Source: an optimization exercise on an open RTL-to-GDS flow (aim: small area, a short achievable clock period and few clock cycles per item). Production flows keep margins and buffers that such runs may drop.
Where RTL was checked, it was by simulation tests only, not by an equivalence proof against the original.
Only the layout flow was run in runs 2 to 4 and 6; the RTL was not checked for function there.
Power and IR drop assume default switching activity.

==> design.v <==
package nand_cpu_pkg;
    localparam int ADDR_WIDTH = 16;
    localparam int DATA_SIZE = 8;
    localparam int CACHE_BLOCK_SIZE = 64;
    localparam int MEM_TRANS_SIZE = 16;
    localparam int BLOCK_BEATS = CACHE_BLOCK_SIZE / MEM_TRANS_SIZE;  
    typedef logic [ADDR_WIDTH-1:0] addr_t;
    typedef logic [DATA_SIZE-1:0] instr_t;
    typedef logic [MEM_TRANS_SIZE-1:0] beat_t;
    typedef enum logic [1:0] {
        READY,
        REQUEST_READ,
        READING
    } cache_state_t;
endpackage
module fetch_unit (
    input logic clk,
    input logic n_rst,
    output logic lookup_valid,
    output nand_cpu_pkg::addr_t lookup_pc,
    input logic lookup_hit,
    input logic lookup_miss,
    input nand_cpu_pkg::instr_t lookup_data,
    output logic instr_valid,
    input logic instr_ready,
    output nand_cpu_pkg::instr_t instr_data,
    output nand_cpu_pkg::addr_t instr_pc,
    input logic branch_valid,
    input nand_cpu_pkg::addr_t branch_target
);
    nand_cpu_pkg::addr_t pc;
    logic active;
    logic transfer;
    assign lookup_valid = active;  
    assign lookup_pc = pc;
    assign instr_valid = lookup_hit && !lookup_miss;
    assign instr_data = lookup_data;
    assign instr_pc = pc;
    assign transfer = instr_valid && instr_ready;
    always_ff @(posedge clk) begin
        if (!n_rst) begin
            pc <= '0;
            active <= 1'b0;
        end else begin
            active <= 1'b1;
            if (branch_valid) begin
                pc <= branch_target;
            end else if (transfer) begin
                pc <= pc + 1'b1;
            end
        end
    end
endmodule
module i_cache #(
    parameter int INDEX_BITS = 4
) (
    input logic clk,
    input logic n_rst,
    input logic lookup_valid,
    input nand_cpu_pkg::addr_t lookup_pc,
    output logic lookup_hit,
    output logic lookup_miss,
    output nand_cpu_pkg::instr_t lookup_data,
    output logic mem_req,
    output logic [nand_cpu_pkg::ADDR_WIDTH-4:0] mem_addr,
    input logic mem_ack,
    input nand_cpu_pkg::beat_t mem_data
);
    localparam int OFFSET_BITS =
        $clog2(nand_cpu_pkg::CACHE_BLOCK_SIZE / nand_cpu_pkg::DATA_SIZE);
    localparam int TAG_BITS = nand_cpu_pkg::ADDR_WIDTH - INDEX_BITS - OFFSET_BITS;
    localparam int BLOCK_BITS = nand_cpu_pkg::ADDR_WIDTH - OFFSET_BITS;
    localparam int NUM_LINES = 1 << INDEX_BITS;
    localparam int COUNTER_BITS = $clog2(nand_cpu_pkg::BLOCK_BEATS);
    logic [OFFSET_BITS-1:0] offset;
    logic [INDEX_BITS-1:0] index;
    logic [TAG_BITS-1:0] tag;
    logic tag_match;
    logic start_fill;
    logic line_valid [NUM_LINES];
    logic [TAG_BITS-1:0] line_tag [NUM_LINES];
    logic [nand_cpu_pkg::CACHE_BLOCK_SIZE-1:0] line_data [NUM_LINES];
    logic [BLOCK_BITS-1:0] fill_block;
    logic [INDEX_BITS-1:0] fill_index;
    logic [TAG_BITS-1:0] fill_tag;
    logic [COUNTER_BITS-1:0] beat_count;
    logic last_beat;
    nand_cpu_pkg::cache_state_t state;
    nand_cpu_pkg::cache_state_t next_state;
    assign offset = lookup_pc[OFFSET_BITS-1:0];
    assign index = lookup_pc[OFFSET_BITS +: INDEX_BITS];
    assign tag = lookup_pc[nand_cpu_pkg::ADDR_WIDTH-1 -: TAG_BITS];
    assign fill_index = fill_block[INDEX_BITS-1:0];
    assign fill_tag = fill_block[BLOCK_BITS-1 -: TAG_BITS];
    assign tag_match = line_valid[index] && (line_tag[index] == tag);
    assign start_fill = (state == nand_cpu_pkg::READY) && lookup_valid && !tag_match;
    assign last_beat = (beat_count == COUNTER_BITS'(nand_cpu_pkg::BLOCK_BEATS - 1));
    always_comb begin
        lookup_hit = 1'b0;  
        lookup_miss = 1'b1;
        if (state == nand_cpu_pkg::READY) begin
            lookup_hit = lookup_valid && tag_match;
            lookup_miss = lookup_valid && !tag_match;
        end
    end
    assign lookup_data = line_data[index][offset * nand_cpu_pkg::DATA_SIZE +:
                                          nand_cpu_pkg::DATA_SIZE];
    assign mem_req = (state == nand_cpu_pkg::REQUEST_READ);
    assign mem_addr = fill_block;
    always_comb begin
        next_state = state;
        case (state)
            nand_cpu_pkg::READY: begin
                if (start_fill) begin
                    next_state = nand_cpu_pkg::REQUEST_READ;
                end
            end
            nand_cpu_pkg::REQUEST_READ: begin
                if (mem_ack) begin
                    next_state = nand_cpu_pkg::READING;
                end
            end
            nand_cpu_pkg::READING: begin
                if (last_beat) begin
                    next_state = nand_cpu_pkg::READY;
                end
            end
            default: begin
                next_state = nand_cpu_pkg::READY;
            end
        endcase
    end
    always_ff @(posedge clk) begin
        if (!n_rst) begin
            state <= nand_cpu_pkg::READY;
            beat_count <= '0;
            for (int i = 0; i < NUM_LINES; i++) begin
                line_valid[i] <= 1'b0;
            end
        end else begin
            state <= next_state;
            if (state == nand_cpu_pkg::REQUEST_READ) begin
                beat_count <= '0;
            end else if (state == nand_cpu_pkg::READING) begin
                beat_count <= beat_count + 1'b1;
                if (last_beat) begin
                    line_valid[fill_index] <= 1'b1;  
                end
            end
        end
    end
    always_ff @(posedge clk) begin
        if (start_fill) begin
            fill_block <= lookup_pc[nand_cpu_pkg::ADDR_WIDTH-1:OFFSET_BITS];
        end
        if (state == nand_cpu_pkg::READING) begin
            line_data[fill_index][beat_count * nand_cpu_pkg::MEM_TRANS_SIZE +:
                                  nand_cpu_pkg::MEM_TRANS_SIZE] <= mem_data;
            if (last_beat) begin
                line_tag[fill_index] <= fill_tag;
            end
        end
    end
endmodule
module fetch_top #(
    parameter int INDEX_BITS = 4
) (
    input logic clk,
    input logic n_rst,
    output logic instr_valid,
    input logic instr_ready,
    output nand_cpu_pkg::instr_t instr_data,
    output nand_cpu_pkg::addr_t instr_pc,
    input logic branch_valid,
    input nand_cpu_pkg::addr_t branch_target,
    output logic mem_req,
    output logic [12:0] mem_addr,
    input logic mem_ack,
    input logic [15:0] mem_data
);
    logic lookup_valid;
    nand_cpu_pkg::addr_t lookup_pc;
    logic lookup_hit;
    logic lookup_miss;
    nand_cpu_pkg::instr_t lookup_data;
    fetch_unit i_fetch_unit (
        .clk(clk),
        .n_rst(n_rst),
        .lookup_valid(lookup_valid),
        .lookup_pc(lookup_pc),
        .lookup_hit(lookup_hit),
        .lookup_miss(lookup_miss),
        .lookup_data(lookup_data),
        .instr_valid(instr_valid),
        .instr_ready(instr_ready),
        .instr_data(instr_data),
        .instr_pc(instr_pc),
        .branch_valid(branch_valid),
        .branch_target(branch_target)
    );
    i_cache #(
        .INDEX_BITS(INDEX_BITS)
    ) i_i_cache (
        .clk(clk),
        .n_rst(n_rst),
        .lookup_valid(lookup_valid),
        .lookup_pc(lookup_pc),
        .lookup_hit(lookup_hit),
        .lookup_miss(lookup_miss),
        .lookup_data(lookup_data),
        .mem_req(mem_req),
        .mem_addr(mem_addr),
        .mem_ack(mem_ack),
        .mem_data(mem_data)
    );
endmodule
==> run.sh <==
#!/bin/bash
# synth_recipe.tcl (not shown) runs the flow's synth.tcl, then flattens the netlist and writes it again
# the make line also repeats each setting of config.mk as NAME=value (left out here)
make -C /OpenROAD-flow-scripts/flow DESIGN_CONFIG=/design/flow/config.mk WORK_HOME=/design/flow/orfs CLKGATE_MAP_FILE= SYNTH_SCRIPT=/design/flow/synth_recipe.tcl finish
==> config.mk <==
export PLATFORM = sky130hd
export DESIGN_NAME = fetch_top
export DESIGN_NICKNAME = fetch_top
export VERILOG_FILES = /design/flow/design.v
export SDC_FILE = /design/flow/constraint.sdc
export NUM_CORES = 4
export LEC_CHECK = 0
export CAP_MARGIN = 20
export CORE_MARGIN = 2
export CORE_UTILIZATION = 40
export PLACE_DENSITY = 0.6
export SLEW_MARGIN = 20
==> constraint.sdc <==
create_clock -name core_clock -period 6.5 [get_ports {clk}]
set_input_delay 1.3000 -clock core_clock [delete_from_list [all_inputs] [get_ports {clk}]]
set_output_delay 1.3000 -clock core_clock [all_outputs]
set_load 0.01 [all_outputs]
==> metrics.md, run 1 <==
| Metric | Value |
|---|---|
| Clock latency on the worst-skew pair | 0.70 ns |
| Final Hold Viols | 0 |
| Static Leak | 15.9 nW |
| Max_slew headroom | 37.7% |
| Post-CTS sizing | 0 |
| Yosys reg bits | 1222 |
| Met2 GRT Util | 31.6% |
| Filler Cell Count | 9595 |
| Core Box Area | 118000 um2 |
| Worst Skew | 0.0159 ns |
| Final min period | 5.93 ns |
| Synth unique cells | 58 |
| Total track usage | 19.4% |
| NumNets Final | 2346 |
| Area Growth Syn to Fin | 15.3% |
| Hold Path Class | flop to flop |
| Postcts setup bufs | 0 |
| Total power | 17.0 mW |
| Crit start category | flop |
| Row count | 126 |
| Area of the mapped netlist | 47800 um2 |
| Grt total ovfl | 0 |
| Bufs on Longest Clock Path | 3 |
| CTS Hold Bufs | 0 |
| Dominant synthesized flop cell | edfxtp_1 |
| GR met1 Demand/Resource | 27.2% |
| CTS buffer count | 117 |
| Global-route wire length before repair | 169000 um |
| Pwr/cell area | 308 nW/um2 |
| EDFF count, synth | 1181 |
| RSZ-0062 raised after global routing | no |
| Async S/R FF share, synth | 0% |
| CTS clk-pin slew, worst paths | 0.06 ns |
| Setup TNS Final | 0 ns |
| Crit Path Category | flop to output port |
| Final ANT Viol Nets | 0 |
| Vias in the first global route | 23600 |
| GRT busiest layer | met2 |
| RePlAce Congestion | 0.779 |
| Max Fclk | 169 MHz |
| CP Data Required Time | 5.20 ns |
| Die Height | 350 um |
| Largest net degree at the start of global routing | 89 |
| Starting Density | 40.4% |
| Synth Area per Inst | 22.3 um2 |
| Die Footprint | 122000 um2 |
| Clock root cell | clkbuf_16 |
| Synth warn | 2 |
| Max-cap viol count | 0 |
| CTS sink cnt | 1222 |
| Die width | 350 um |
| DRT Pass-1 Iters | 9 |
| Ratio of cells with drive above 1 in the final layout | 30.3% |
| Vias | 23000 |
| HPWL after DPL | 65200 um |
| Crit path max fanout | 88 |
| Seq/Total Area, Yosys | 75.9% |
| WL/cell | 29.9 um |
| CTS tree | built |
| Initial antenna violation count | 21 |
| Syn_nets | 2180 |
| Max-slew violation count | 0 |
| VDD IR max | 0.241 mV |
| Status | no timing/DRC/antenna violations |
| Port bufs | 75 |
| Final period util | 91.2% |
| H-tree depth | 3 |
| Routed WL | 118000 um |
| 1st-iter DRT viols | 2900 |
| Final setup vio count | 0 |
| Ports | 76 |
| Crit. End Element | output port |
| Via density | 5.83 |
| Critical path arrival | 4.63 ns |
| Met3 Usage GRT | 3.09% |
| Worst Max-Slew Pin Slew | 0.934 ns |
| Residual DRC | 0 |
| Cells after Synth | 2138 |
-- cells in the mapped netlist (3+ instances only) --
master       n  area (um2)
edfxtp_1  1181       35500
mux4_2     362        8150
nor2_1      82         308
and3_1      58         363
clkbuf_1    56         210
dfxtp_1     41         821
nand3_1     35         175
buf_1       33         124
mux2i_1     32         320
nand2_1     29         109
and2_1      25         156
buf_2       23         115
o21a_1      19         143
mux2_2      17         191
nor2b_1     16         100
a22oi_1     12        90.1
a21oi_1      8        40.0
nand4_1      7        43.8
o211ai_1     7        52.6
nand2b_1     6        37.5
nor3_1       6        30.0
o21ai_0      6        30.0
ha_1         5        62.6
inv_1        5        18.8
nor4b_1      5        43.8
a211oi_1     4        30.0
a22o_1       4        35.0
buf_6        4        45.0
xnor2_1      4        35.0
a31oi_1      3        18.8
and4_1       3        26.3
buf_4        3        22.5
-- layout make-up --
cell class / instances / area (um2) / area share [%]
sequential: 1222 / 36300 / 65.9
multi-input combinational: 791 / 11200 / 20.3
clock buffer: 129 / 2990 / 5.43
tap: 1536 / 1920 / 3.49
timing repair buffer: 166 / 1560 / 2.82
clock inverter: 87 / 1080 / 1.96
inverter: 6 / 22.5 / 0.0409
antenna: 6 / 15.0 / 0.0272
-- path summary, 6_finish.rpt --
kind                                         from                           endpoint  slack [ns]  cells after the start
setup reg to reg                             flop  i_i_cache.fill_block[3]$_DFFE_PP_        2.64                      9
hold / removal    i_i_cache.line_valid[6]$_DFF_P_    i_i_cache.line_valid[6]$_DFF_P_        0.46                      1
hold reg to reg   i_i_cache.line_valid[6]$_DFF_P_    i_i_cache.line_valid[6]$_DFF_P_        0.46                      1
setup / recovery                             flop                      instr_data[2]        0.57                      6
-- metal layers --
| metal | wire length [um] | share of wire [%] |
|---|---|---|
| met1 | 47800 | 41 |
| met2 | 57700 | 49 |
| met3 | 9320 | 7.9 |
| met4 | 3010 | 2.6 |
| met5 | 0 | 0 |
-- sequential cells by signal, summed over array words and instances, names as in the netlist, named ones only --
| name | flops |
|---|---|
| i_i_cache.line_data | 1024 |
| i_i_cache.line_tag | 144 |
| i_fetch_unit.pc | 16 |
| i_i_cache.line_valid | 16 |
| i_i_cache.fill_block | 13 |
| i_i_cache.beat_count | 2 |
| i_i_cache.state | 2 |
| i_fetch_unit.active | 1 |
-- layout by cell type (no fill, tap or decap), types with 17 or more instances in the layout --
cell type / Yosys / layout
and2_1: 25 / 25
and3_1: 58 / 58
buf_4: 3 / 82
bufinv_16: 0 / 25
clkbuf_16: 0 / 117
clkdlybuf4s50_1: 0 / 74
clkinv_1: 1 / 29
clkinv_2: 0 / 23
dfxtp_1: 41 / 36
edfxtp_1: 1181 / 1181
mux2_2: 17 / 17
mux2i_1: 32 / 32
mux4_2: 362 / 362
nand2_1: 29 / 29
nand3_1: 35 / 35
nor2_1: 82 / 17
nor2_2: 0 / 47
nor2_4: 0 / 18
o21a_1: 19 / 19
-- where the power goes --
part | total (mW) | internal [mW] | switching [mW]
combinational | 1.05 | 0.496 | 0.551
clock | 7.20 | 4.30 | 2.90
sequential | 8.72 | 8.61 | 0.112
-- worst max-delay path: stages, from the launching register on --
cell	delay [ns]
dfxtp_4	0.93
buf_12	0.50
mux4_2	0.42
mux4_2	0.55
mux4_2	0.53
mux2_2	0.35
clkdlybuf4s50_1	0.51
-- per-stage QoR --
| step | area, um2 | util, % | setup slack (ns) | hold slack, ns | std cells |
|---|---|---|---|---|---|
| 6_report | 55100 | 46.6 | 0.571 | 0.460 | 3943 |
| 5_1_grt | 55100 | 46.6 | 0.437 | 0.485 | 3937 |
| 4_1_cts | 55100 | 46.6 | 0.503 | 0.464 | 3937 |
| 3_5_place_dp | 51000 | 43.1 | 1.27 | 0.449 | 3721 |
| 3_3_place_gp | 51000 | 43.1 | 1.29 | 0.441 | 3721 |
| 2_1_floorplan | 47800 | - | 2.21 | 0.435 | 2138 |
-- cells by family (layout without fill, tap and decap cells) --
logic type | after synthesis | after routing | share of synthesized area, %
DFF | 1222 | 1222 | 75.9
xor gates and xnor gates | 6 | 6 | 0.110
muxes | 412 | 412 | 18.2
AOI/OAI and AO/OA | 81 | 81 | 1.29
and+or+nand+nor | 287 | 287 | 3.23
buffers and inverters | 125 | 388 | 1.13
other | 0 | 6 | 0
adders and majority gates | 5 | 5 | 0.131
Testbench counts, summed over its fixed seeds: cycles 83,374, bytes 34,829.
==> run 2, diff against run 1 <==
==> design.v (replaced) <==
package nand_cpu_pkg;
    localparam int ADDR_WIDTH = 16;
    localparam int DATA_SIZE = 8;
    localparam int MEM_TRANS_SIZE = 16;
    typedef logic [ADDR_WIDTH-1:0] addr_t;
    typedef logic [DATA_SIZE-1:0] instr_t;
    typedef logic [MEM_TRANS_SIZE-1:0] beat_t;
endpackage
module fetch_top (
    input logic clk,
    input logic n_rst,
    output logic instr_valid,
    input logic instr_ready,
    output nand_cpu_pkg::instr_t instr_data,
    output nand_cpu_pkg::addr_t instr_pc,
    input logic branch_valid,
    input nand_cpu_pkg::addr_t branch_target,
    output logic mem_req,
    output logic [12:0] mem_addr,
    input logic mem_ack,
    input logic [15:0] mem_data
);
    nand_cpu_pkg::addr_t pc;      
    logic out_valid;
    nand_cpu_pkg::instr_t out_data;
    logic [14:0] nf;              
    logic req;                    
    logic act;                    
    logic [1:0] beat;             
    logic stale;                  
    logic [15:0] fifo [2];
    logic rptr, wptr;
    logic [1:0] count;            
    logic take, need, nxt0, beat_in, from_fifo, from_mem, pop, keep, push, issue;
    nand_cpu_pkg::beat_t head;
    assign mem_req = req;
    assign mem_addr = nf[14:2];
    assign instr_valid = out_valid;
    assign instr_pc = pc;
    assign instr_data = out_data;
    assign take = out_valid && instr_ready;
    assign need = !out_valid || instr_ready;
    assign nxt0 = out_valid ^ pc[0];
    assign head = fifo[rptr];
    assign beat_in = act && !stale && (beat == nf[1:0]);
    assign from_fifo = need && (count != 2'd0);
    assign from_mem = need && (count == 2'd0) && beat_in;
    assign pop = from_fifo && nxt0;
    assign keep = beat_in && (count != 2'd2 || pop);
    assign push = keep && !(from_mem && nxt0);
    assign issue = !req && (!act || beat == 2'd3);
    always_ff @(posedge clk) begin
        if (!n_rst) begin
            pc <= '0;
            out_valid <= 1'b0;
            nf <= '0;
            req <= 1'b0;
            act <= 1'b0;
            beat <= '0;
            stale <= 1'b0;
            rptr <= 1'b0;
            wptr <= 1'b0;
            count <= '0;
        end else begin
            if (branch_valid) begin
                pc <= branch_target;
                out_valid <= 1'b0;
            end else begin
                if (take) begin
                    pc <= pc + 1'b1;
                end
                if (need) begin
                    out_valid <= from_fifo || from_mem;
                end
            end
            if (req && mem_ack) begin
                req <= 1'b0;
                act <= 1'b1;
                beat <= '0;
            end else if (act) begin
                beat <= beat + 1'b1;
                if (beat == 2'd3) begin
                    act <= 1'b0;
                end
            end
            if (issue) begin
                req <= 1'b1;
                stale <= 1'b0;
                if (branch_valid) begin
                    nf <= branch_target[15:1];
                end else if (stale) begin
                    nf <= pc[15:1];
                end else if (keep) begin
                    nf <= nf + 1'b1;
                end
            end else begin
                if (branch_valid) begin
                    stale <= 1'b1;
                end
                if (keep) begin
                    nf <= nf + 1'b1;
                end
            end
            if (branch_valid) begin
                rptr <= 1'b0;
                wptr <= 1'b0;
                count <= '0;
            end else begin
                if (push) begin
                    wptr <= !wptr;
                end
                if (pop) begin
                    rptr <= !rptr;
                end
                count <= count + {1'b0, push} - {1'b0, pop};
            end
        end
    end
    always_ff @(posedge clk) begin
        if (need) begin
            if (from_fifo) begin
                out_data <= nxt0 ? head[15:8] : head[7:0];
            end else begin
                out_data <= nxt0 ? mem_data[15:8] : mem_data[7:0];
            end
        end
        if (push) begin
            fifo[wptr] <= mem_data;
        end
    end
endmodule
--- a/config.mk
+++ b/config.mk
@@ -7,2 +7,3 @@
 export LEC_CHECK = 0
+export ABC_CLOCK_PERIOD_IN_PS = 2500
 export CAP_MARGIN = 20
@@ -11,2 +12,3 @@
 export PLACE_DENSITY = 0.6
+export SETUP_SLACK_MARGIN = 4
 export SLEW_MARGIN = 20
==> metrics.md, run 2 <==
| Metric | Value |
|---|---|
| Global-route wire length before repair | 17500 um (-90%) |
| Final setup vio count | 0 (unchanged) |
| Die width | 107 um (-70%) |
| Seq/Total Area, Yosys | 48.5% (-27 points) |
| Crit path max fanout | 3 (-97%) |
| GR met1 Demand/Resource | 24.7% (-2.6 points) |
| Worst Skew | 0.0122 ns (-0.00369 ns) |
| Die Height | 107 um (-70%) |
| Max_slew headroom | 59.0% (+21 points) |
| Commonest non-fill, non-tap cell in the layout | edfxtp_1 |
| Ports | 76 (unchanged) |
| Grt total ovfl | 0 (unchanged) |
| Part of the power in the clock network | 32.4% (-10 points) |
| Crit-path slowest cell | or3_4 |
| Worst Max-Slew Pin Slew | 0.612 ns (-0.322 ns) |
| Finished Layout Cells | 601 (-85%) |
| Sw Pwr | 0.335 mW (-91%) |
| Synth unique cells | 60 (+3.4%) |
| Commonest cells post-synth | dfxtp_1 (42), edfxtp_1 (40), nand2_1 (25) |
| Starting Density | 41.0% (+0.58 points) |
| RePlAce Congestion | 0.787 (+1.0%) |
| Max-cap viol count | 0 (unchanged) |
| VDD IR max | 0.128 mV (-47%) |
| Setup TNS Final | 0 ns (unchanged) |
| Port bufs | 75 (unchanged) |
| Area of the mapped netlist | 4210 um2 (-91%) |
| CTS buffer count | 9 (-92%) |
| CTS tree | built |
| Post-synth top area share | 28.5% (-46 points) |
| Clock latency on the worst-skew pair | 0.36 ns (-0.34 ns) |
| Area Growth Syn to Fin | 27.3% |
| CTS sink cnt | 82 (-93%) |
| Crit. End Element | flop |
| Max reg flops | 32 (-97%) |
| Vias in the first global route | 3330 (-86%) |
| Ratio of cells with drive above 1 in the final layout | 18.9% (-11 points) |
| Worst path max stage delay | 0.37 ns (-0.56 ns) |
| Async S/R FF share, synth | 0% (unchanged) |
| Via density | 5.70 (-2.3%) |
| R2R Setup Slk | 4.37 ns (+1.73 ns) |
| CTS clk-pin slew, worst paths | 0.09 ns (+0.03 ns) |
| H-tree depth | 3 (unchanged) |
| Final Hold Viols | 0 (unchanged) |
| Core Box Area | 10300 um2 (-91%) |
| Static Leak | 1.90 nW (-88%) |
| Crit Path Category | input port to flop |
| Crit-path cells | buf_8 > and3b_2 > or3_4 > nand3b_1 > ha_1 > inv_2 > ha_4 > xor2_2 > xnor2_1 > nor2_1 |
| Cells after Synth | 396 (-81%) |
| Filler Cell Count | 958 (-90%) |
| DRT Pass-1 Iters | 5 (-4) |
| Yosys reg bits | 82 (-93%) |
| Switch share | 28.1% (+7.1 points) |
| Internal power | 0.859 mW (-94%) |
| GRT busiest layer | met2 |
| Bufs on Longest Clock Path | 2 (-1) |
| NumNets Final | 502 (-79%) |
| RSZ-0062 raised after global routing | yes |
| Sequential share of power | 51.4% (about the same) |
| Clock root cell | clkbuf_8 |
| Synth area leaders | edfxtp_1 (29%), dfxtp_1 (20%), mux4_2 (4.3%), xnor2_1 (3.5%), o21ai_0 (2.7%) |
| Worst hold slack | 0.530 ns (+0.0698 ns) |
| Synth area leader | edfxtp_1 |
| Comb power frac | 16.2% (+10 points) |
| HPWL after DPL | 7510 um (-88%) |
| Max Fclk | 380 MHz (+130%) |
| Total track usage | 19.5% (+0.058 points) |
| Status | no timing/DRC/antenna violations |
| Pwr/cell area | 223 nW/um2 (-28%) |
| Total power | 1.19 mW (-93%) |
| Routed WL | 10800 um (-91%) |
| Highest-count cells in the layout ignoring fill and taps | edfxtp_1 (40), dlygate4sd2_1 (39), clkdlybuf4s50_1 (33) |
| Met3 Usage GRT | 4.80% (+1.7 points) |
| Met2 GRT Util | 33.0% (+1.4 points) |
| 1st-iter DRT viols | 178 (-94%) |
| Vias | 3427 (-85%) |
| Row count | 37 (-71%) |
| Synth Area per Inst | 10.6 um2 (-52%) |
| Max-slew violation count | 0 (unchanged) |
| CP Data Required Time | 6.75 ns (+1.55 ns) |
| Dominant synthesized flop cell | dfxtp_1 |
| Final ANT Viol Nets | 0 (unchanged) |
| Final min period | 2.63 ns (-3.30 ns) |
| WL/cell | 18.0 um (-40%) |
| Final period util | 40.5% (-51 points) |
| DP Cell Count | 574 (-85%) |
| Synth warn | 1 (-1) |
| Critical path arrival | 2.88 ns (-1.75 ns) |
| Initial antenna violation count | 0 (-100%) |
| Residual DRC | 0 (unchanged) |
| EDFF count, synth | 40 (-97%) |
| Crit start category | input port |
| Syn_nets | 438 (-80%) |
| Largest net degree at the start of global routing | 30 (-66%) |
| Most common cell in the netlist | dfxtp_1 |
| N_diodes | 0 (-6) |
| Hold Path Class | flop to flop |
| Die Footprint | 11400 um2 (-91%) |
[run 2: final timing paths]
check | from | endpoint | cells past startpoint
hold / removal | nf[14]$_SDFF_PN0_ | nf[14]$_SDFF_PN0_ | 2
setup / recovery | instr_ready | count[1]$_SDFF_PP0_ | 10
hold reg to reg | nf[14]$_SDFF_PN0_ | nf[14]$_SDFF_PN0_ | 2
setup reg to reg | out_valid$_SDFFE_PP0P_ | count[1]$_SDFF_PP0_ | 9
[run 2: cell families (layout without fill, tap and decap cells)]
family	Yosys count	count (layout)	synth area share (%)
simple gates	127	127	16.7
compound gates	95	95	16.1
flops	82	82	48.5
buf+inv	49	118	6.39
xor+xnor	19	19	3.95
mux	19	19	6.89
fa+ha+maj	5	5	1.49
[run 2: routing by layer]
| layer | wire length [um] | share of wire [%] |
|---|---|---|
| met5 | 0 | 0 |
| met4 | 124 | 1.1 |
| met3 | 594 | 5.5 |
| met2 | 5460 | 50 |
| met1 | 4650 | 43 |
[run 2: worst max-delay path: cells and delay by family]
family | cells | cell delay (ns)
adder cells (fa/ha/maj) | 2 | 0.38
AND/OR/NAND/NOR | 4 | 0.74
XOR/XNOR | 2 | 0.29
buffers and inverters | 2 | 0.15
[run 2: timing repair]
item,4_1_cts,5_1_grt
hold buffers,0,0
endpoints found under the setup margin,118,17
gates resized for setup,102,4
pin swaps,8,3
gates cloned,0,1
setup buffers,10,0
[run 2: final cells by class]
| type | instances | area [um2] | share of cell area (%) |
|---|---|---|---|
| Multi-Input combinational cell | 265 | 2000 | 37.4 |
| Inverter | 13 | 56.3 | 1.05 |
| Timing Repair Buffer | 88 | 822 | 15.3 |
| Clock inverter | 7 | 85.1 | 1.59 |
| Timing Repair inverter | 1 | 5.00 | 0.0933 |
| Clock buffer | 9 | 124 | 2.31 |
| Tap cell | 136 | 170 | 3.17 |
| Sequential cell | 82 | 2100 | 39.1 |
[run 2: stage by stage]
step | instance area, um2 | util, % | worst slack (ns)
final | 5360 | 52.2 | 3.87
after CTS | 5330 | 51.9 | 3.90
after global placement | 4970 | 48.4 | 2.71
after floorplan | 4240 | - | 3.50
after detailed placement | 4970 | 48.4 | 2.65
after global routing | 5360 | 52.2 | 3.76
[run 2: power groups by stage]
stage               clock network (mW)  logic (mW)  registers (mW)
global route                     0.415       0.211           0.620
global placement                     0       0.198           0.625
floorplan                            0       0.113           0.621
CTS                              0.401       0.193           0.615
finish                           0.387       0.193           0.614
detailed placement                   0       0.200           0.625
==> run 3, diff against run 2 <==
--- a/config.mk
+++ b/config.mk
@@ -7,3 +7,2 @@
 export LEC_CHECK = 0
-export ABC_CLOCK_PERIOD_IN_PS = 2500
 export CAP_MARGIN = 20
@@ -12,3 +11,2 @@
 export PLACE_DENSITY = 0.6
-export SETUP_SLACK_MARGIN = 4
 export SLEW_MARGIN = 20
==> metrics.md, run 3 <==
| Metric | Value |
|---|---|
| Status | no timing/DRC/antenna violations |
| Total power | 1.16 mW (-3.2%) |
| Mux share of post-synthesis cell area | 6.89% (unchanged) |
| Via density | 5.62 (-1.4%) |
| Die Footprint | 11400 um2 (unchanged) |
| Largest net degree at the start of global routing | 30 (unchanged) |
| Final ANT Viol Nets | 0 (unchanged) |
| Row count | 37 (unchanged) |
| Final Hold Viols | 0 (unchanged) |
| Seq/Total Area, Yosys | 48.5% (unchanged) |
| Max-slew violation count | 0 (unchanged) |
| Pwr/cell area | 225 nW/um2 (+1.1%) |
| Async S/R FF share, synth | 0% (unchanged) |
| Synth unique cells | 60 (unchanged) |
| Largest family of logic cells by synthesized area | simple AND/OR/NAND/NOR gates |
| Synth Area per Inst | 10.6 um2 (unchanged) |
| Ports | 76 (unchanged) |
| Worst Max-Slew Pin Slew | 0.952 ns (+0.340 ns) |
| Crit path max fanout | 25 (+22) |
| VDD IR max | 0.106 mV (-18%) |
| Area Growth Syn to Fin | 21.8% |
| Static Leak | 1.71 nW (-10%) |
| Syn_nets | 438 (unchanged) |
| Worst reg2reg startpoint | beat[0]$_SDFFE_PP0P_ |
| Hold Path Class | flop to flop |
| EDFF count, synth | 40 (unchanged) |
| Total track usage | 19.4% (-0.10 points) |
| Commonest non-fill, non-tap cell in the layout | clkdlybuf4s50_1 |
| Worst Setup SP | n_rst |
| Core Box Area | 10300 um2 (unchanged) |
| Vias in the first global route | 3279 (-1.5%) |
| Xor/xnor share of the synthesized area | 3.95% (unchanged) |
| HPWL after DPL | 7620 um (+1.5%) |
| Highest-count cells in the layout ignoring fill and taps | clkdlybuf4s50_1 (75), dfxtp_1 (42), edfxtp_1 (40) |
| Global-route wire length before repair | 17200 um (-1.7%) |
| Crit-path slowest cell | clkdlybuf4s50_1 |
| DP Cell Count | 576 (+0.35%) |
| Setup TNS Final | 0 ns (unchanged) |
| Synth area leaders | edfxtp_1 (29%), dfxtp_1 (20%), mux4_2 (4.3%), xnor2_1 (3.5%), o21ai_0 (2.7%) |
| CTS buffer count | 9 (unchanged) |
| Final min period | 3.41 ns (+0.780 ns) |
| DRT Pass-1 Iters | 5 (unchanged) |
| NumNets Final | 493 (-1.8%) |
| Finished Layout Cells | 592 (-1.5%) |
| Filler Cell Count | 995 (+3.9%) |
| 1st-iter DRT viols | 189 (+6.2%) |
| WL/cell | 18.4 um (+1.9%) |
| Worst Skew | 0.0132 ns (+0.00102 ns) |
| R2R Setup Slk | 3.77 ns (-0.60 ns) |
| Min-delay src | wptr$_SDFFE_PP0P_ |
| Sw Pwr | 0.332 mW (-1.1%) |
| Crit. End Element | flop |
| Clock latency on the worst-skew pair | 0.36 ns (about the same) |
| CTS Hold Bufs | 0 (unchanged) |
| Vias | 3328 (-2.9%) |
| RePlAce Congestion | 0.877 (+11%) |
| Post-CTS sizing | 0 (-100%) |
| RSZ-0062 raised after global routing | no |
| Setup ws final | 3.09 ns (-0.780 ns) |
| Ratio of cells with drive above 1 in the final layout | 7.89% (-11 points) |
| Max reg flops | 32 (unchanged) |
| Final setup vio count | 0 (unchanged) |
| Initial antenna violation count | 0 (unchanged) |
| Crit start category | input port |
| Compound-cell area share of the yosys netlist | 16.1% (unchanged) |
| Comb power frac | 17.3% (+1.1 points) |
| Sequential share of power | 53.0% (+1.6 points) |
| Dominant synthesized flop cell | dfxtp_1 |
| Internal power | 0.825 mW (-4.0%) |
| N_diodes | 0 (unchanged) |
| Bufs on Longest Clock Path | 2 (unchanged) |
| Crit Path Category | input port to flop |
| H-tree depth | 3 (unchanged) |
| Max_slew headroom | 36.4% (-23 points) |
| CP Data Required Time | 6.77 ns (+0.02 ns) |
| CTS sink cnt | 82 (unchanged) |
| Clock root cell | clkbuf_8 |
| Crit-path cells | clkdlybuf4s50_1 > inv_1 > a31oi_1 > buf_4 > o311ai_0 > o221ai_1 |
| Synth area leader | edfxtp_1 |
| Simple-gate share of the synthesized area | 16.7% (unchanged) |
| Die Height | 107 um (unchanged) |
| Worst path max stage delay | 1.09 ns (+0.72 ns) |
| Area of the mapped netlist | 4210 um2 (unchanged) |
| Commonest cells post-synth | dfxtp_1 (42), edfxtp_1 (40), nand2_1 (25) |
| Most common cell in the netlist | dfxtp_1 |
| Final period util | 52.5% (+12 points) |
| Switch share | 28.7% (+0.61 points) |
| Multi-input logic area | 1910 um2 (-4.7%) |
| Part of the power in the clock network | 29.7% (-2.7 points) |
| Grt total ovfl | 0 (unchanged) |
| Max Fclk | 293 MHz (-23%) |
| Postcts setup bufs | 0 (-10) |
| Die width | 107 um (unchanged) |
| CTS clk-pin slew, worst paths | 0.09 ns (about the same) |
| Synth warn | 1 (unchanged) |
| Post-synth top area share | 28.5% (unchanged) |
| FF/Latch Area | 2040 um2 (-2.6%) |
| Max-cap viol count | 0 (unchanged) |
| Port bufs | 75 (unchanged) |
| Routed WL | 10900 um (+0.41%) |
| Adder-cell share of the synthesized area | 1.49% (unchanged) |
| Starting Density | 41.0% (unchanged) |
| Yosys reg bits | 82 (unchanged) |
| Critical path arrival | 3.68 ns (+0.80 ns) |
| Dpl ws | 2.74 ns (+0.0938 ns) |
| CTS tree | built |
| Residual DRC | 0 (unchanged) |
| Cells after Synth | 396 (unchanged) |
[run 3: cell types whose count changed in the layout (fill, tap and decap cells not counted), sizes merged]
cell / before / now
clkinvlp: 5 / 3
bufinv: 1 / 0
inv: 14 / 15
clkdlybuf4s50: 33 / 75
buf: 15 / 5
dlygate4sd2: 39 / 0
[run 3: final timing paths]
kind / cells past startpoint / endpoint
hold / removal: 2 / wptr$_SDFFE_PP0P_
setup reg to reg: 9 / count[1]$_SDFF_PP0_
hold reg to reg: 2 / wptr$_SDFFE_PP0P_
setup / recovery: 6 / nf[9]$_SDFF_PN0_
[run 3: stage by stage]
stage	cell area, um2	util (%)	hold slack, ns
2_1_floorplan	4210	-	0.480
3_3_place_gp	4950	48.2	0.497
3_5_place_dp	4960	48.2	0.503
4_1_cts	5130	49.9	0.529
5_1_grt	5130	49.9	0.559
6_report	5130	49.9	0.521
[run 3: cell families (layout without fill, tap and decap cells)]
logic type / count (synthesis) / count (layout)
mux: 19 / 19
simple gates: 127 / 127
compound gates: 95 / 95
buf+inv: 49 / 109
flops: 82 / 82
xor+xnor: 19 / 19
fa+ha+maj: 5 / 5
[run 3: routing by layer]
layer	wire length, um	part of all wire [%]	track usage [%]	vias up
met4	150	1.4	5.19	0
met2	5480	50	33.0	103
met1	4720	43	24.9	1593
met5	0	0	0	-
met3	510	4.7	4.50	12
li1	-	-	-	1620
[run 3: layout make-up]
| cell class | instances | area share [%] |
|---|---|---|
| Sequential cell | 82 | 39.8 |
| Multi-Input combinational cell | 265 | 37.2 |
| Timing Repair Buffer | 80 | 15.3 |
| Tap cell | 136 | 3.32 |
| Clock buffer | 10 | 2.49 |
| Clock inverter | 6 | 0.951 |
| Inverter | 13 | 0.951 |
[run 3: power by group through the flow]
stage	combinational [mW]	clock, mW	sequential (mW)
finish	0.200	0.343	0.613
floorplan	0.112	0	0.620
CTS	0.201	0.354	0.613
detailed placement	0.200	0	0.625
global route	0.217	0.377	0.619
global placement	0.198	0	0.624
[run 3: worst max-delay path: cells and delay by family]
family          cells  cell delay [ns]
buf+inv             3             1.81
compound gates      3             0.57
==> run 4, diff against run 3 <==
==> flow/run.sh (new file) <==
#!/bin/bash
# The standard layout, with the smallest buffer (buf_1) on every input and
# output port instead of the one buffer_ports picks by default.
set -euo pipefail
export BUFFER_PORTS_ARGS="-buffer_cell sky130_fd_sc_hd__buf_1"
bash standard.sh > standard_flow.log 2>&1
==> standard.sh (new file) <==
#!/bin/bash
# synth_recipe.tcl (not shown) runs the flow's synth.tcl, then flattens the netlist and writes it again
# the make line also repeats each setting of config.mk as NAME=value (left out here)
make -C /OpenROAD-flow-scripts/flow DESIGN_CONFIG=/design/flow/config.mk WORK_HOME=/design/flow/orfs CLKGATE_MAP_FILE= SYNTH_SCRIPT=/design/flow/synth_recipe.tcl "${@:-finish}"
--- a/config.mk
+++ b/config.mk
@@ -7,2 +7,3 @@
 export LEC_CHECK = 0
+export ABC_CLOCK_PERIOD_IN_PS = 2500
 export CAP_MARGIN = 20
@@ -11,2 +12,3 @@
 export PLACE_DENSITY = 0.6
+export SETUP_SLACK_MARGIN = 4
 export SLEW_MARGIN = 20
removed: run.sh
==> metrics.md, run 4 <==
| Metric | Value |
|---|---|
| Crit Path Category | input port to flop |
| Total track usage | 19.0% (-0.38 points) |
| Setup ws final | 3.83 ns (+0.742 ns) |
| Max_slew headroom | 45.4% (+9.0 points) |
| CTS sink cnt | 82 (unchanged) |
| Critical path arrival | 2.92 ns (-0.76 ns) |
| Starting Density | 41.0% (unchanged) |
| Area of the mapped netlist | 4210 um2 (unchanged) |
| Worst Hold Endpoint | rptr$_SDFFE_PP0P_ |
| Capturing point of the worst reg2reg path | count[1]$_SDFF_PP0_ |
| Worst reg2reg startpoint | out_valid$_SDFFE_PP0P_ |
| Yosys reg bits | 82 (unchanged) |
| Dominant synthesized flop cell | dfxtp_1 |
| Largest net degree at the start of global routing | 30 (unchanged) |
| Compound-cell area share of the yosys netlist | 16.1% (unchanged) |
| Vias in the first global route | 3344 (+2.0%) |
| Clock latency on the worst-skew pair | 0.36 ns (about the same) |
| Residual DRC | 0 (unchanged) |
| Port bufs | 75 (unchanged) |
| Cells after Synth | 396 (unchanged) |
| CTS buffer count | 9 (unchanged) |
| Global-route wire length before repair | 17000 um (-0.69%) |
| Final period util | 41.1% (-11 points) |
| FF/Latch Area | 2040 um2 (unchanged) |
| Worst Max-Slew Pin Slew | 0.817 ns (-0.134 ns) |
| Grt total ovfl | 0 (unchanged) |
| Post-synth top area share | 28.5% (unchanged) |
| 1st-iter DRT viols | 189 (unchanged) |
| Synth area leader | edfxtp_1 |
| CP Data Required Time | 6.75 ns (-0.02 ns) |
| Initial antenna violation count | 0 (unchanged) |
| Final Hold Viols | 0 (unchanged) |
| Dpl ws | 3.07 ns (+0.326 ns) |
| DRT Pass-1 Iters | 4 (-1) |
| Bufs on Longest Clock Path | 2 (unchanged) |
| Static Leak | 1.62 nW (-5.1%) |
| Async S/R FF share, synth | 0% (unchanged) |
| Syn_nets | 438 (unchanged) |
| Commonest cells post-synth | dfxtp_1 (42), edfxtp_1 (40), nand2_1 (25) |
| Crit path max fanout | 4 (-84%) |
| Hold Path Class | flop to flop |
| Multi-input logic area | 2010 um2 (+5.2%) |
| Filler Cell Count | 981 (-1.4%) |
| Status | no timing/DRC/antenna violations |
| Max Fclk | 375 MHz (+28%) |
| Synth warn | 1 (unchanged) |
| EDFF count, synth | 40 (unchanged) |
| Synth Area per Inst | 10.6 um2 (unchanged) |
| Worst hold slack | 0.527 ns (+0.00665 ns) |
| Mux share of post-synthesis cell area | 6.89% (unchanged) |
| Max reg flops | 32 (unchanged) |
| RePlAce Congestion | 0.872 (-0.51%) |
| Highest-count cells in the layout ignoring fill and taps | buf_1 (73), dfxtp_1 (42), edfxtp_1 (40) |
| Seq/Total Area, Yosys | 48.5% (unchanged) |
| Die Height | 107 um (unchanged) |
| DP Area | 4510 um2 (-9.0%) |
| R2R Setup Slk | 4.16 ns (+0.39 ns) |
| Max-cap viol count | 0 (unchanged) |
| NumNets Final | 508 (+3.0%) |
| Synth area leaders | edfxtp_1 (29%), dfxtp_1 (20%), mux4_2 (4.3%), xnor2_1 (3.5%), o21ai_0 (2.7%) |
| Synth unique cells | 60 (unchanged) |
| Min-delay src | rptr$_SDFFE_PP0P_ |
| Hold Crit Depth | 2 (unchanged) |
| Die Footprint | 11400 um2 (unchanged) |
| Setup TNS Final | 0 ns (unchanged) |
| Vias | 3410 (+2.5%) |
| Final ANT Viol Nets | 0 (unchanged) |
| Pwr/cell area | 235 nW/um2 (+4.2%) |
| Ratio of cells with drive above 1 in the final layout | 14.6% (+6.8 points) |
| CTS Hold Bufs | 0 (unchanged) |
| Ports | 76 (unchanged) |
| Routed WL | 10600 um (-2.4%) |
| Max-slew violation count | 0 (unchanged) |
| Adder-cell share of the synthesized area | 1.49% (unchanged) |
| Xor/xnor share of the synthesized area | 3.95% (unchanged) |
| RSZ-0062 raised after global routing | yes |
| Crit. End Element | flop |
| Simple-gate share of the synthesized area | 16.7% (unchanged) |
| Final min period | 2.67 ns (-0.742 ns) |
| Worst Skew | 0.0111 ns (-0.00207 ns) |
| N_diodes | 0 (unchanged) |
| Die width | 107 um (unchanged) |
| Commonest non-fill, non-tap cell in the layout | buf_1 |
| VDD IR max | 0.108 mV (+2.5%) |
| WL/cell | 17.5 um (-4.8%) |
| Via density | 5.62 (about the same) |
| Largest family of logic cells by synthesized area | simple AND/OR/NAND/NOR gates |
| CTS tree | built |
| Area Growth Syn to Fin | 17.7% |
| Row count | 37 (unchanged) |
| Crit start category | input port |
| Core Box Area | 10300 um2 (unchanged) |
| Clock root cell | clkbuf_8 |
| Finished layout cell area | 4960 um2 (-3.4%) |
| Most common cell in the netlist | dfxtp_1 |
| Worst R2R Path Depth | 10 (+1) |
| CTS clk-pin slew, worst paths | 0.09 ns (about the same) |
| H-tree depth | 3 (unchanged) |
| Final setup vio count | 0 (unchanged) |
| HPWL after DPL | 7470 um (-2.0%) |
-- run 4: routing by layer --
metal  share of wire, %  track usage (%)  wire length (um)
met1                 44             24.3              4620
met2                 50             33.1              5300
met3                5.5             4.26               581
met4                1.0             3.99               108
met5                  0                0                 0
-- run 4: timing repair --
| action | CTS | global route |
|---|---|---|
| gates resized for setup | 17 | 9 |
| buffers inserted | 10 | 6 |
| pin swaps | 8 | 5 |
| endpoints found under the setup margin | 75 | 23 |
-- run 4: cell families after synthesis --
kind of cell | Yosys count
and+or+nand+nor | 127
AOI/OAI and AO/OA | 95
DFF | 82
buffers and inverters | 49
xor gates and xnor gates | 19
muxes | 19
adders and majority gates | 5
-- run 4: power by group --
group,total [mW],leakage [nW],switching [mW],internal (mW)
clock network,0.380,0.0979,0.200,0.180
registers,0.613,0.720,0.0363,0.576
logic,0.171,0.802,0.0983,0.0731
total,1.16,1.62,0.334,0.830
-- run 4: worst max-delay path by stage --
stage                 from               endpoint  slack, ns  cells after the start
3_5_place_dp   instr_ready  fifo[0][12]$_DFFE_PP_       3.07                      5
5_1_grt        instr_ready    count[1]$_SDFF_PP0_       3.78                     12
4_1_cts        instr_ready    count[1]$_SDFF_PP0_       3.81                     11
6_report       instr_ready    count[1]$_SDFF_PP0_       3.83                     12
2_1_floorplan  instr_ready    count[1]$_SDFF_PP0_       3.50                     10
3_3_place_gp   instr_ready   fifo[0][4]$_DFFE_PP_       3.13                      5
-- run 4: cell type report --
| class | count | share of cell area, % |
|---|---|---|
| multi-input cells | 265 | 40.5 |
| flip-flops and latches | 82 | 41.2 |
| repair buffers | 95 | 9.77 |
| well taps | 136 | 3.43 |
| inverters | 13 | 1.06 |
| clock buffers | 9 | 2.50 |
| clock inverters | 7 | 1.54 |
-- run 4: through the flow --
step	power, mW	util (%)	instances
after floorplan	0.733	-	396
after global placement	0.779	43.9	575
after detailed placement	0.783	43.9	575
after CTS	1.17	47.4	601
after global routing	1.22	48.2	607
final	1.16	48.2	607
-- run 4: critical path, stage by stage --
cell and delay [ns]:
buf_8 0.10, and3b_2 0.21, buf_6 0.12, o21ai_2 0.10, nand3b_1 0.11, buf_6 0.14
ha_4 0.26, inv_2 0.04, ha_4 0.15, xor2_2 0.17, xnor2_1 0.16, nor2_1 0.05
==> run 5, diff against run 4 <==
==> design.v (replaced) <==
package nand_cpu_pkg;
    localparam int ADDR_WIDTH = 16;
    localparam int DATA_SIZE = 8;
    localparam int MEM_TRANS_SIZE = 16;
    typedef logic [ADDR_WIDTH-1:0] addr_t;
    typedef logic [DATA_SIZE-1:0] instr_t;
    typedef logic [MEM_TRANS_SIZE-1:0] beat_t;
endpackage
module fetch_top (
    input logic clk,
    input logic n_rst,
    output logic instr_valid,
    input logic instr_ready,
    output nand_cpu_pkg::instr_t instr_data,
    output nand_cpu_pkg::addr_t instr_pc,
    input logic branch_valid,
    input nand_cpu_pkg::addr_t branch_target,
    output logic mem_req,
    output logic [12:0] mem_addr,
    input logic mem_ack,
    input logic [15:0] mem_data
);
    nand_cpu_pkg::addr_t pc;      
    logic [14:0] nf;              
    logic req;                    
    logic act;                    
    logic [1:0] beat;             
    logic stale;                  
    logic [15:0] fifo [3];
    logic [1:0] rptr, wptr;       
    logic [1:0] count;            
    logic take, pop, push, issue;
    assign mem_req = req;
    assign mem_addr = nf[14:2];
    assign instr_valid = (count != 2'd0);
    assign instr_pc = pc;
    assign instr_data = pc[0] ? fifo[rptr][15:8] : fifo[rptr][7:0];
    assign take = instr_valid && instr_ready && !branch_valid;
    assign pop = take && pc[0];
    assign push = act && !stale && !branch_valid && (beat == nf[1:0]) && (count != 2'd3);
    assign issue = !req && (!act || beat == 2'd3);
    logic [1:0] wptr_inc, rptr_inc;
    assign wptr_inc = (wptr == 2'd2) ? 2'd0 : wptr + 2'd1;
    assign rptr_inc = (rptr == 2'd2) ? 2'd0 : rptr + 2'd1;
    always_ff @(posedge clk) begin
        if (!n_rst) begin
            pc <= '0;
            nf <= '0;
            req <= 1'b0;
            act <= 1'b0;
            beat <= '0;
            stale <= 1'b0;
            rptr <= '0;
            wptr <= '0;
            count <= '0;
        end else begin
            if (branch_valid) begin
                pc <= branch_target;
            end else if (take) begin
                pc <= pc + 1'b1;
            end
            if (req && mem_ack) begin
                req <= 1'b0;
                act <= 1'b1;
                beat <= '0;
            end else if (act) begin
                beat <= beat + 1'b1;
                if (beat == 2'd3) begin
                    act <= 1'b0;
                end
            end
            if (issue) begin
                req <= 1'b1;
                stale <= 1'b0;
                if (branch_valid) begin
                    nf <= branch_target[15:1];
                end else if (stale) begin
                    nf <= pc[15:1];
                end else if (push) begin
                    nf <= nf + 1'b1;
                end
            end else begin
                if (branch_valid) begin
                    stale <= 1'b1;
                end
                if (push) begin
                    nf <= nf + 1'b1;
                end
            end
            if (branch_valid) begin
                rptr <= '0;
                wptr <= '0;
                count <= '0;
            end else begin
                if (push) begin
                    wptr <= wptr_inc;
                end
                if (pop) begin
                    rptr <= rptr_inc;
                end
                count <= count + {1'b0, push} - {1'b0, pop};
            end
        end
    end
    always_ff @(posedge clk) begin
        if (push) begin
            fifo[wptr] <= mem_data;
        end
    end
endmodule
==> run.sh (new file) <==
#!/bin/bash
# synth_recipe.tcl (not shown) runs the flow's synth.tcl, then flattens the netlist and writes it again
# the make line also repeats each setting of config.mk as NAME=value (left out here)
make -C /OpenROAD-flow-scripts/flow DESIGN_CONFIG=/design/flow/config.mk WORK_HOME=/design/flow/orfs CLKGATE_MAP_FILE= SYNTH_SCRIPT=/design/flow/synth_recipe.tcl finish
--- a/config.mk
+++ b/config.mk
@@ -7,3 +7,2 @@
 export LEC_CHECK = 0
-export ABC_CLOCK_PERIOD_IN_PS = 2500
 export CAP_MARGIN = 20
@@ -12,3 +11,2 @@
 export PLACE_DENSITY = 0.6
-export SETUP_SLACK_MARGIN = 4
 export SLEW_MARGIN = 20
removed: flow/run.sh
removed: standard.sh
==> metrics.md, run 5 <==
| Metric | Value |
|---|---|
| Status | no timing/DRC/antenna violations |
| Worst Max-Slew Pin Slew | 1.02 ns (+0.200 ns) |
| Top Family by Delay on Critical Path | buffers and inverters |
| DP Cell Count | 581 (+1.0%) |
| Finished Layout Cells | 597 (-1.6%) |
| 1st-iter DRT viols | 182 (-3.7%) |
| Post-synth top area share | 32.9% (+4.4 points) |
| Starting Density | 40.8% (-0.18 points) |
| Commonest non-fill, non-tap cell in the layout | clkdlybuf4s50_1 |
| Bufs on Longest Clock Path | 2 (unchanged) |
| Die width | 109 um (+2.0%) |
| VDD IR max | 0.118 mV (+9.0%) |
| Ports | 76 (unchanged) |
| Capturing point of the worst reg2reg path | fifo[0][8]$_DFFE_PP_ |
| CP Data Required Time | 6.50 ns (-0.25 ns) |
| CTS tree | built |
| CTS clk-pin slew, worst paths | 0.10 ns (about the same) |
| DP Area | 5140 um2 (+14%) |
| Final min period | 3.95 ns (+1.28 ns) |
| Switch share | 25.3% (-3.4 points) |
| Worst Setup SP | branch_valid |
| Grt total ovfl | 0 (unchanged) |
| CTS sink cnt | 92 (+12%) |
| Synth area leaders | edfxtp_1 (33%), dfxtp_1 (20%), mux4_2 (4.1%), o211ai_1 (3.9%), a21oi_1 (3.7%) |
| CTS buffer count | 9 (unchanged) |
| HPWL after DPL | 7190 um (-3.7%) |
| Part of the power in the clock network | 35.5% (+2.9 points) |
| Max-slew violation count | 0 (unchanged) |
| Global-route wire length before repair | 16700 um (-1.8%) |
| Min-delay src | wptr[1]$_SDFFE_PP0P_ |
| Routed WL | 10300 um (-2.9%) |
| EDFF count, synth | 48 (+20%) |
| Async S/R FF share, synth | 0% (unchanged) |
| Core Box Area | 10700 um2 (+4.6%) |
| Worst Hold Endpoint | wptr[1]$_SDFFE_PP0P_ |
| Vias | 3292 (-3.5%) |
| N_diodes | 0 (unchanged) |
| Internal power | 0.927 mW (+12%) |
| CTS Hold Bufs | 0 (unchanged) |
| R2R Setup Slk | 3.52 ns (-0.64 ns) |
| Residual DRC | 0 (unchanged) |
| Crit start category | input port |
| Setup ws final | 2.55 ns (-1.28 ns) |
| Worst path max stage delay | 0.66 ns (+0.40 ns) |
| Seq/Total Area, Yosys | 53.0% (+4.5 points) |
| Hold Crit Depth | 2 (unchanged) |
| Area Growth Syn to Fin | 22.5% |
| Final period util | 60.7% (+20 points) |
| Postcts setup bufs | 0 (-10) |
| Cells after Synth | 401 (+1.3%) |
| Worst reg2reg startpoint | stale$_SDFFE_PP0P_ |
| Total track usage | 18.5% (-0.56 points) |
| Sequential share of power | 52.8% (+0.2 points) |
| H-tree depth | 3 (unchanged) |
| DRT Pass-1 Iters | 4 (unchanged) |
| Max-cap viol count | 0 (unchanged) |
| Worst R2R Path Depth | 4 (-6) |
| Crit path max fanout | 28 (+24) |
| Largest net degree at the start of global routing | 40 (+33%) |
| Final setup vio count | 0 (unchanged) |
| Synth unique cells | 45 (-25%) |
| Setup TNS Final | 0 ns (unchanged) |
| Dpl ws | 2.16 ns (-0.907 ns) |
| NumNets Final | 493 (-3.0%) |
| Crit Path Category | input port to flop |
| Ratio of cells with drive above 1 in the final layout | 8.10% (-6.6 points) |
| Crit-path cells | clkdlybuf4s50_1 > buf_4 > or3b_4 > a2111o_1 > or3_1 > inv_1 |
| Crit. End Element | flop |
| Die Height | 109 um (+2.0%) |
| Worst Skew | 0.0120 ns (+0.000903 ns) |
| RSZ-0062 raised after global routing | no |
| Row count | 38 (+2.7%) |
| Highest-count cells in the layout ignoring fill and taps | clkdlybuf4s50_1 (75), edfxtp_1 (48), dfxtp_1 (44) |
| Syn_nets | 442 (+0.91%) |
| Max reg flops | 48 (+50%) |
| Max_slew headroom | 32.1% (-13 points) |
| Yosys reg bits | 92 (+12%) |
| Hold Path Class | flop to flop |
| Buf/Inv on CP | 3 (-1) |
| Dominant synthesized flop cell | edfxtp_1 |
| Via density | 5.51 (-1.8%) |
| Vias in the first global route | 3275 (-2.1%) |
| Synth warn | 1 (unchanged) |
| Sw Pwr | 0.314 mW (-6.0%) |
| RePlAce Congestion | 0.777 (-11%) |
| Static Leak | 1.79 nW (+11%) |
| Die Footprint | 11800 um2 (+3.9%) |
| Critical path arrival | 3.95 ns (+1.03 ns) |
| Initial antenna violation count | 0 (unchanged) |
| Filler Cell Count | 1040 (+6.0%) |
| Port bufs | 75 (unchanged) |
| Synth area leader | edfxtp_1 |
| Final Hold Viols | 0 (unchanged) |
| Pwr/cell area | 231 nW/um2 (-1.6%) |
| Commonest cells post-synth | edfxtp_1 (48), dfxtp_1 (44), a21oi_1 (32) |
| Most common cell in the netlist | edfxtp_1 |
| WL/cell | 17.3 um (-1.2%) |
| Finished layout cell area | 5370 um2 (+8.4%) |
| Max Fclk | 253 MHz (-32%) |
| Clock root cell | clkbuf_8 |
| Synth Area per Inst | 10.9 um2 (+2.8%) |
| Area of the mapped netlist | 4390 um2 (+4.1%) |
| Clock latency on the worst-skew pair | 0.36 ns (about the same) |
| Post-CTS sizing | 0 (-17) |
| Crit-path slowest cell | a2111o_1 |
| Final ANT Viol Nets | 0 (unchanged) |
| Comb power frac | 11.8% (-2.9 points) |
run 5: power by group through the flow:
| stage | logic [mW] | registers, mW | clock network (mW) |
|---|---|---|---|
| after global routing | 0.160 | 0.659 | 0.468 |
| after floorplan | 0.0801 | 0.662 | 0 |
| after CTS | 0.147 | 0.655 | 0.451 |
| final | 0.146 | 0.655 | 0.440 |
| after global placement | 0.145 | 0.667 | 0 |
| after detailed placement | 0.146 | 0.668 | 0 |
run 5: how the worst max path moves through the flow:
stage	endpoint	slack, ns	cells after the start
floorplan	fifo[2][0]$_DFFE_PP_	2.41	5
global placement	fifo[0][10]$_DFFE_PP_	2.22	6
detailed placement	fifo[0][8]$_DFFE_PP_	2.16	6
CTS	fifo[0][3]$_DFFE_PP_	2.55	6
global route	fifo[0][15]$_DFFE_PP_	2.36	6
finish	fifo[0][8]$_DFFE_PP_	2.55	6
run 5: through the flow:
stage	hold slack, ns	util (%)	total power, mW
final	0.481	50.0	1.24
after global routing	0.517	50.0	1.29
after CTS	0.481	50.0	1.25
after detailed placement	0.467	47.8	0.815
after global placement	0.459	47.8	0.812
after floorplan	0.445	-	0.742
run 5: cells by family (layout without fill, tap and decap cells):
logic type | Yosys count | count (layout) | synth area share (%)
and+or+nand+nor | 125 | 125 | 15.7
AOI/OAI and AO/OA | 96 | 96 | 14.8
DFF | 92 | 92 | 53.0
buffers and inverters | 49 | 105 | 5.56
muxes | 20 | 20 | 6.85
xor gates and xnor gates | 15 | 15 | 3.00
adders and majority gates | 4 | 4 | 1.14
run 5: worst min-delay path: stages, from the launching register on:
cell and delay [ns]:
dfxtp_1 0.33, nand2_1 0.06, a21oi_1 0.05
run 5: metal layers:
layer	track usage, %	share of wire [%]	vias up
li1	-	-	1621
met1	27.3	48	1575
met2	26.9	45	82
met3	4.00	5.3	14
met4	5.95	1.3	0
met5	0	0	-
run 5: final cells by class:
cell class	instances	area (um2)	area share [%]
clock inverter	7	109	2.03
multi-input combinational	260	1820	34.0
inverter	10	37.5	0.699
clock buffer	9	124	2.31
timing repair buffer	79	781	14.5
sequential	92	2320	43.2
tap	140	175	3.26
Testbench counts of run 5, summed over its fixed seeds: cycles 64,126, bytes 34,829.
==> run 6, diff against run 5 <==
==> design.v (replaced) <==
package nand_cpu_pkg;
    localparam int ADDR_WIDTH = 16;
    localparam int DATA_SIZE = 8;
    localparam int MEM_TRANS_SIZE = 16;
    typedef logic [ADDR_WIDTH-1:0] addr_t;
    typedef logic [DATA_SIZE-1:0] instr_t;
    typedef logic [MEM_TRANS_SIZE-1:0] beat_t;
endpackage
module fetch_top (
    input logic clk,
    input logic n_rst,
    output logic instr_valid,
    input logic instr_ready,
    output nand_cpu_pkg::instr_t instr_data,
    output nand_cpu_pkg::addr_t instr_pc,
    input logic branch_valid,
    input nand_cpu_pkg::addr_t branch_target,
    output logic mem_req,
    output logic [12:0] mem_addr,
    input logic mem_ack,
    input logic [15:0] mem_data
);
    nand_cpu_pkg::addr_t pc;      
    logic out_valid;
    nand_cpu_pkg::instr_t out_data;
    logic [14:0] nf;              
    logic req;                    
    logic act;                    
    logic [1:0] beat;             
    logic stale;                  
    logic [15:0] fifo [2];
    logic rptr, wptr;
    logic ne;                     
    logic full;                   
    logic need, nxt0, beat_in, pop, keep, push, push_need, issue, restart;
    nand_cpu_pkg::beat_t head;
    assign mem_req = req;
    assign mem_addr = nf[14:2];
    assign instr_valid = out_valid;
    assign instr_pc = pc;
    assign instr_data = out_data;
    assign need = !out_valid || instr_ready;
    assign nxt0 = out_valid ^ pc[0];
    assign head = fifo[rptr];
    assign beat_in = act && !stale && (beat == nf[1:0]);
    assign pop = need && ne && nxt0;
    assign keep = beat_in && (!full || pop);
    assign push_need = ne ? (!full || nxt0) : !nxt0;
    assign push = beat_in && (need ? push_need : !full);
    assign issue = !req && (!act || beat == 2'd3);
    assign restart = issue && (branch_valid || stale);
    always_ff @(posedge clk) begin
        if (!n_rst) begin
            pc <= '0;
            out_valid <= 1'b0;
            nf <= '0;
            req <= 1'b0;
            act <= 1'b0;
            beat <= '0;
            stale <= 1'b0;
            rptr <= 1'b0;
            wptr <= 1'b0;
            ne <= 1'b0;
            full <= 1'b0;
        end else begin
            if (branch_valid || (out_valid && instr_ready)) begin
                pc <= branch_valid ? branch_target : pc + 1'b1;
            end
            out_valid <= !branch_valid && ((out_valid && !instr_ready) || ne || beat_in);
            if (req && mem_ack) begin
                req <= 1'b0;
                act <= 1'b1;
                beat <= '0;
            end else if (act) begin
                beat <= beat + 1'b1;
                if (beat == 2'd3) begin
                    act <= 1'b0;
                end
            end
            if (issue) begin
                req <= 1'b1;
            end
            stale <= !issue && (stale || branch_valid);
            if (restart || keep) begin
                nf <= !restart ? nf + 1'b1 :
                      branch_valid ? branch_target[15:1] : pc[15:1];
            end
            if (branch_valid) begin
                rptr <= 1'b0;
                wptr <= 1'b0;
                ne <= 1'b0;
                full <= 1'b0;
            end else begin
                if (push) begin
                    wptr <= !wptr;
                end
                if (pop) begin
                    rptr <= !rptr;
                end
                if (push != pop) begin
                    ne <= push || full;
                    full <= push && ne;
                end
            end
        end
    end
    always_ff @(posedge clk) begin
        if (need) begin
            if (ne) begin
                out_data <= nxt0 ? head[15:8] : head[7:0];
            end else begin
                out_data <= nxt0 ? mem_data[15:8] : mem_data[7:0];
            end
        end
        if (push) begin
            fifo[wptr] <= mem_data;
        end
    end
endmodule
--- a/config.mk
+++ b/config.mk
@@ -7,2 +7,3 @@
 export LEC_CHECK = 0
+export ABC_CLOCK_PERIOD_IN_PS = 2500
 export CAP_MARGIN = 20
@@ -11,2 +12,3 @@
 export PLACE_DENSITY = 0.6
+export SETUP_SLACK_MARGIN = 4
 export SLEW_MARGIN = 20
==> metrics.md, run 6 <==
| Metric | Value |
|---|---|
| Final min period | 2.43 ns (-1.51 ns) |
| RePlAce Congestion | 0.846 (+8.9%) |
| Routed WL | 11800 um (+15%) |
| Ports | 76 (unchanged) |
| Max Fclk | 411 MHz (+62%) |
| Crit. End Element | flop |
| Die width | 106 um (-2.2%) |
| Total track usage | 21.1% (+2.7 points) |
| Static Leak | 1.97 nW (+9.8%) |
| Commonest cells post-synth | dfxtp_1 (42), edfxtp_1 (40), nand2_1 (37) |
| Via density | 5.89 (+6.7%) |
| Seq/Total Area, Yosys | 48.8% (-4.1 points) |
| Area Growth Syn to Fin | 31.4% |
| EDFF count, synth | 40 (-17%) |
| 1st-iter DRT viols | 303 (+66%) |
| Pwr/cell area | 228 nW/um2 (-1.3%) |
| Synth Area per Inst | 10.1 um2 (-7.6%) |
| Most common cell in the netlist | dfxtp_1 |
| Row count | 37 (-2.6%) |
| Total power | 1.25 mW (+1.0%) |
| Initial antenna violation count | 0 (unchanged) |
| Grt total ovfl | 0 (unchanged) |
| Synth area leaders | edfxtp_1 (29%), dfxtp_1 (20%), mux4_2 (4.3%), nand2_1 (3.3%), o21ai_0 (2.8%) |
| R2R Setup Slk | 4.20 ns (+0.68 ns) |
| H-tree depth | 3 (unchanged) |
| WL/cell | 18.9 um (+9.3%) |
| Simple-gate share of the synthesized area | 16.5% (+0.79 points) |
| Async S/R FF share, synth | 0% (unchanged) |
| Top layer used by detailed routing | met4 |
| Cells after Synth | 414 (+3.2%) |
| Vias in the first global route | 3677 (+12%) |
| Worst Max-Slew Pin Slew | 0.928 ns (-0.0893 ns) |
| Die Height | 106 um (-2.2%) |
| CTS sink cnt | 82 (-11%) |
| Crit Path Category | input port to flop |
| NumNets Final | 527 (+6.9%) |
| Max-slew violation count | 0 (unchanged) |
| Port bufs | 75 (unchanged) |
| Highest-count cells in the layout ignoring fill and taps | edfxtp_1 (40), dlygate4sd2_1 (39), nand2_1 (36) |
| Wl on met1 | 5090 um (+2.1%) |
| Max reg flops | 32 (-33%) |
| Max_slew headroom | 37.7% (+5.6 points) |
| Vias | 3696 (+12%) |
| Compound-cell area share of the yosys netlist | 16.8% (+2.0 points) |
| Final core utilization | 53.7% (+3.7 points) |
| Die Footprint | 11300 um2 (-4.4%) |
| CTS tree | built |
| Largest family of logic cells by synthesized area | compound AO/OA/AOI/OAI gates |
| Commonest non-fill, non-tap cell in the layout | edfxtp_1 |
| Dominant synthesized flop cell | dfxtp_1 |
| DP Cell Count | 594 (+2.2%) |
| CTS Hold Bufs | 0 (unchanged) |
| Met3 WL | 672 um (+22%) |
| N_diodes | 0 (unchanged) |
| RSZ-0062 raised after global routing | no |
| Finished Layout Cells | 628 (+5.2%) |
| Final ANT Viol Nets | 0 (unchanged) |
| Setup TNS Final | 0 ns (unchanged) |
| DRT Pass-1 Iters | 5 (+1) |
| CP Data Required Time | 6.77 ns (+0.27 ns) |
| HPWL after DPL | 7470 um (+3.9%) |
| Crit start category | input port |
| Syn_nets | 454 (+2.7%) |
| Mux share of post-synthesis cell area | 7.66% (+0.81 points) |
| Area of the mapped netlist | 4180 um2 (-4.6%) |
| Yosys reg bits | 82 (-11%) |
| Status | no timing/DRC/antenna violations |
| Largest net degree at the start of global routing | 32 (-20%) |
| Starting Density | 40.9% (+0.082 points) |
| Final period util | 37.4% (-23 points) |
| Hold Path Class | flop to flop |
| Ratio of cells with drive above 1 in the final layout | 19.7% (+12 points) |
| Met2 routed WL | 5840 um (+26%) |
| Global-route wire length before repair | 18800 um (+12%) |
| Worst Skew | 0.00815 ns (-0.00387 ns) |
| Bufs on Longest Clock Path | 2 (unchanged) |
| Critical path arrival | 2.70 ns (-1.25 ns) |
| Final Hold Viols | 0 (unchanged) |
| Max-cap viol count | 0 (unchanged) |
| Synth area leader | edfxtp_1 |
| Adder-cell share of the synthesized area | 0.897% (-0.24 points) |
| Synth warn | 1 (unchanged) |
| CTS buffer count | 9 (unchanged) |
| Core Box Area | 10200 um2 (-4.8%) |
| Clock root cell | clkbuf_8 |
| VDD IR max | 0.172 mV (+45%) |
| Synth unique cells | 49 (+8.9%) |
| CTS clk-pin slew, worst paths | 0.09 ns (about the same) |
| Post-synth top area share | 28.7% (-4.2 points) |
| Xor/xnor share of the synthesized area | 3.56% (+0.56 points) |
| Final setup vio count | 0 (unchanged) |
| Residual DRC | 0 (unchanged) |
| Clock latency on the worst-skew pair | 0.36 ns (about the same) |
| Crit path max fanout | 24 (-14%) |
run 6: cell count changes after synthesis, moves of 7 or more:
cell,before,now
a21oi_1,32,18
a31oi_1,6,18
and3_1,13,2
edfxtp_1,48,40
mux2_2,0,8
mux2i_1,12,5
nand2_1,23,37
nor3_1,8,15
nor4_1,1,10
o211ai_1,23,3
o21ai_0,12,23
xnor2_1,4,12
run 6: cells by family after synthesis:
kind of cell    Yosys count
buf+inv                  50
mux                      21
fa+ha+maj                 3
xor+xnor                 17
compound gates          105
flops                    82
simple gates            136
run 6: final cells by class:
cell class	instances	area (um2)
clock buffers	10	138
clock inverters	6	96.3
fillers	949	4730
inverters	14	63.8
multi-input cells	284	2010
flip-flops and latches	82	2090
well taps	136	170
repair buffers	95	916
repair inverters	1	7.51
run 6: worst max-delay path: stages:
cell and delay (ns):
dlymetal6s2s_1 0.19, buf_12 0.19, inv_1 0.53, nand2_1 0.24
a311oi_1 0.25
run 6: worst paths after layout:
kind,from,to,cells past startpoint
hold reg to reg,rptr$_SDFFE_PP0P_,flop,2
setup / recovery,branch_valid,ne$_SDFFE_PP0P_,5
setup reg to reg,ne$_SDFFE_PP0P_,nf[2]$_SDFFE_PN0P_,5
hold / removal,rptr$_SDFFE_PP0P_,flop,2
run 6: report_power, final:
part | total [mW] | switching [mW] | internal [mW]
Clock | 0.438 | 0.206 | 0.232
Combinational | 0.206 | 0.105 | 0.100
Sequential | 0.610 | 0.0340 | 0.576
Total | 1.25 | 0.345 | 0.909
run 6: per-layer routing:
layer | vias to the layer above | track usage [%]
li1 | 1732 | -
met1 | 1781 | 26.7
met2 | 162 | 36.1
met3 | 21 | 3.74
met4 | 0 | 7.89
met5 | - | 0
run 6: metrics by stage:
step                hold slack (ns)  area (um2)  worst slack (ns)
floorplan                     0.472        4220              3.92
global placement              0.493        4990              2.88
detailed placement            0.498        4990              2.84
CTS                           0.517        5420              3.82
global route                  0.545        5500              4.02
finish                        0.516        5500              4.07
run 6: timing repair:
item                                    in CTS  in global routing
setup buffers                               13                  0
pin swaps                                    1                  2
gates cloned                                 3                  2
endpoints found under the setup margin     103                 66
gates resized for setup                     91                 10

[re-timing with driven ports]
Ports are ideal in the flow. The routed layouts listed here were re-timed in OpenROAD.
Step 1, drivers: a clkbuf_16 drives clk and a buf_2 each remaining input, both assumed.
Step 2 times the ports against the registers' clock, not the clock port: input delays grow and output delays shrink by t, the midpoint of the rising clock arrivals with the driver on.
Slacks: ideal / step 1 / step 2; pairs: ideal / step 1.
run	t (ns)	slack for setup (ns)
run 1	0.768	0.571 / 0.499 / 1.266
run 2	0.382	3.868 / 3.846 / 3.464
run 3	0.387	3.088 / 3.098 / 2.711
run 4	0.384	3.830 / 3.807 / 3.424
run 5	0.393	2.552 / 2.562 / 2.170
run 6	0.388	4.066 / 4.064 / 3.694
After both steps setup and hold are still met in every run listed.
